This is an optimization exercise on Yosys and OpenROAD, whose aim is small area and a short achievable clock period, not a production implementation.
Function was checked by simulation only, so behaviour that the tests miss may differ from the original.
Power figures rest on the tool's default switching activity, not on a simulated workload. No driver is modelled on the clock port, so clocking that relies on it looks cheaper here than on a real chip.

// bbox_top
module bbox_top (
    input  logic          clk,
    input  logic          rst_n,
    input  logic [143:0]  tri_in,
    input  logic          tri_valid,
    input  logic          stall,
    input  logic [47:0]   screen,
    input  logic [3:0]    msaa,
    output logic [143:0]  tri_out,
    output logic [95:0]   box,
    output logic          box_valid
);
    localparam int W = bbox_pkg::COORD_W;
    logic [2:0]   keep_in;
    logic         v0;
    logic [143:0] t0;
    logic [45:0]  s0;
    logic [2:0]   k0;
    bbox_snap u_snap (
        .msaa (msaa),
        .keep (keep_in)
    );
    bbox_pipe #(.DW(144 + 46 + 3)) u_s0 (
        .clk     (clk),
        .rst_n   (rst_n),
        .stall   (stall),
        .valid_d (tri_valid & ~screen[W-1] & ~screen[2*W-1]),
        .data_d  ({tri_in, screen[W +: W-1], screen[0 +: W-1], keep_in}),
        .valid_q (v0),
        .data_q  ({t0, s0, k0})
    );
    logic [5:0] lt_d, gt_d;
    for (genvar a = 0; a < 2; a++) begin : g_cmp
        logic [3*17-1:0] f;
        for (genvar v = 0; v < 3; v++) begin : g_vert
            assign f[v*17 +: 17] = {t0[(v*2+a)*W+10 +: W-10], t0[(v*2+a)*W+7 +: 3] & k0};
        end
        bbox_extent u_extent (
            .f   (f),
  ...
For scale: about 1600 cells after synthesis, ~0.024 mm2 of cells after synthesis.
Settings: LEC_CHECK=0, CAP_MARGIN=20, CORE_MARGIN=2, CORE_UTILIZATION=40, SETUP_SLACK_MARGIN=4.8, SLEW_MARGIN=20; clock period 7.5 ns.
standard.sh (not shown) runs the stock make flow with config.mk's settings and CLKGATE_MAP_FILE= SYNTH_SCRIPT=/design/flow/synth_recipe.tcl, a recipe that flattens the netlist after the stock synthesis.
==> flow/flow/run.sh <==
#!/bin/bash
cp standard.sh standard_sh.txt
export ADDER_MAP_FILE=
export BUFFER_PORTS_ARGS="-buffer_cell sky130_fd_sc_hd__buf_1"
export CTS_ARGS="-sink_clustering_enable -repair_clock_nets -dont_use_dummy_load -buf_list {sky130_fd_sc_hd__clkbuf_4 sky130_fd_sc_hd__clkbuf_8 sky130_fd_sc_hd__clkbuf_16}"
bash standard.sh > standard.log 2>&1
==> next run, changes <==
==> flow/flow/run.sh (replaced) <==
#!/bin/bash
cp standard.sh standard_sh.txt
export ADDER_MAP_FILE=
export BUFFER_PORTS_ARGS="-buffer_cell sky130_fd_sc_hd__buf_1"
export CTS_EXTRA="-sink_clustering_size 30 -sink_clustering_max_diameter 100"
export CTS_ARGS="-sink_clustering_enable -repair_clock_nets -dont_use_dummy_load -buf_list {sky130_fd_sc_hd__clkbuf_4 sky130_fd_sc_hd__clkbuf_8 sky130_fd_sc_hd__clkbuf_16} ${CTS_EXTRA:-}"
export PRE_RESIZE_TCL=$PWD/flow/pre_resize.tcl
bash standard.sh > standard.log 2>&1
==> flow/flow/pre_resize.tcl (new file) <==
# Limit fanout so repair_design builds buffer trees for wide nets (stall)
set_max_fanout 20 [current_design]
# Keep the output port buffers at their minimum size
set_dont_touch [get_cells output*]
- CORE_UTILIZATION: 40 -> 60
- SETUP_SLACK_MARGIN: 4.8 -> 5.0
Result: Design area shrinks by 2.4%; hold slack improved by 0.020 ns; utilization grows by 23 points; clock skew shrinks by 0.026 ns; total power shrinks by about 15%; worst setup slack improved by 0.19 ns.
==> next run, changes <==
==> flow/flow/run.sh (replaced) <==
#!/bin/bash
cp standard.sh standard_sh.txt
export ADDER_MAP_FILE=
export BUFFER_PORTS_ARGS="-buffer_cell sky130_fd_sc_hd__buf_1"
export CTS_ARGS="-sink_clustering_enable -repair_clock_nets -dont_use_dummy_load -buf_list {sky130_fd_sc_hd__clkbuf_4 sky130_fd_sc_hd__clkbuf_8 sky130_fd_sc_hd__clkbuf_16}"
bash standard.sh > standard.log 2>&1
- CORE_UTILIZATION: 60 -> 40
- SETUP_SLACK_MARGIN: 5.0 -> default
removed: flow/flow/pre_resize.tcl
Cell area goes up by 2.1%.
Utilization goes down by 23 points.
Worst setup slack loses 0.71 ns.
Clock power goes up by about 80%.
Global-route usage goes down by 8.6 points.
Maximum frequency goes down by about 20%.
Sequential share of layout area goes down by 1.4 points.
==> next run, changes <==
==> flow/flow/run.sh (replaced) <==
#!/bin/bash
# The standard layout (standard.sh), with these changes:
# - no adder extraction in synthesis, so abc maps the comparators itself
# - port buffers are buf_1, and the output port buffers are kept at that size
# - CTS without dummy loads, with larger sink clusters
# - a fanout limit for the buffering step, so the stall net gets a buffer tree
# Each tool's full output goes to the ORFS logs under orfs/logs; make's own
# output goes to standard.log.
cp standard.sh standard_sh.txt
export ADDER_MAP_FILE=
export BUFFER_PORTS_ARGS="-buffer_cell sky130_fd_sc_hd__buf_1"
export CTS_ARGS="-sink_clustering_enable -repair_clock_nets -dont_use_dummy_load -buf_list {sky130_fd_sc_hd__clkbuf_4 sky130_fd_sc_hd__clkbuf_8 sky130_fd_sc_hd__clkbuf_16} -sink_clustering_size 30 -sink_clustering_max_diameter 100"
export PRE_RESIZE_TCL=$PWD/flow/pre_resize.tcl
bash standard.sh > standard.log 2>&1
==> flow/flow/pre_resize.tcl (new file) <==
# Limit fanout so repair_design builds buffer trees for wide nets (stall)
set_max_fanout 20 [current_design]
# Keep the output port buffers at their minimum size
set_dont_touch [get_cells output*]
- CORE_UTILIZATION: 40 -> 75
- SETUP_SLACK_MARGIN: default -> 4.8
After rerunning:
- utilization grows by 38 points
- via count grows by 11%
- clock power shrinks by 45%

## port drivers added, routing unchanged
In the flow no input, the clock included, has a driving cell. The finished layouts below were timed again as built, in two steps. Step 1: set_driving_cell puts a clkbuf_16 on clk and a buf_2 on each other input, an assumption about the parent block. Step 2 moves the port delays by t, midway between the first and last clock arrival at a register: inputs arrive t later, outputs are due t later. That takes back most of the time a late clock gives input paths. Slacks: no drivers / after step 1 / after step 2; pairs: no drivers / after step 1.
run | t, ns | setup slack, ns | latest minus earliest clock arrival (ns) | worst register clock-pin slew, ns
the first run | 0.630 | 4.595 / 4.630 / 4.000 | 0.060 / 0.060 | 0.06 / 0.06
the second run | 0.626 | 4.783 / 4.724 / 4.407 | 0.030 / 0.030 | 0.12 / 0.12
the third run | 0.631 | 4.075 / 4.110 / 3.479 | 0.059 / 0.058 | 0.06 / 0.06
the fourth run | 0.618 | 4.701 / 4.646 / 4.145 | 0.033 / 0.034 | 0.12 / 0.12
After both steps setup and hold are still met in every run listed. For the third run, which loses most, drivers alone change the setup slack by +0.035 ns; drivers and shift together by -0.596 ns.
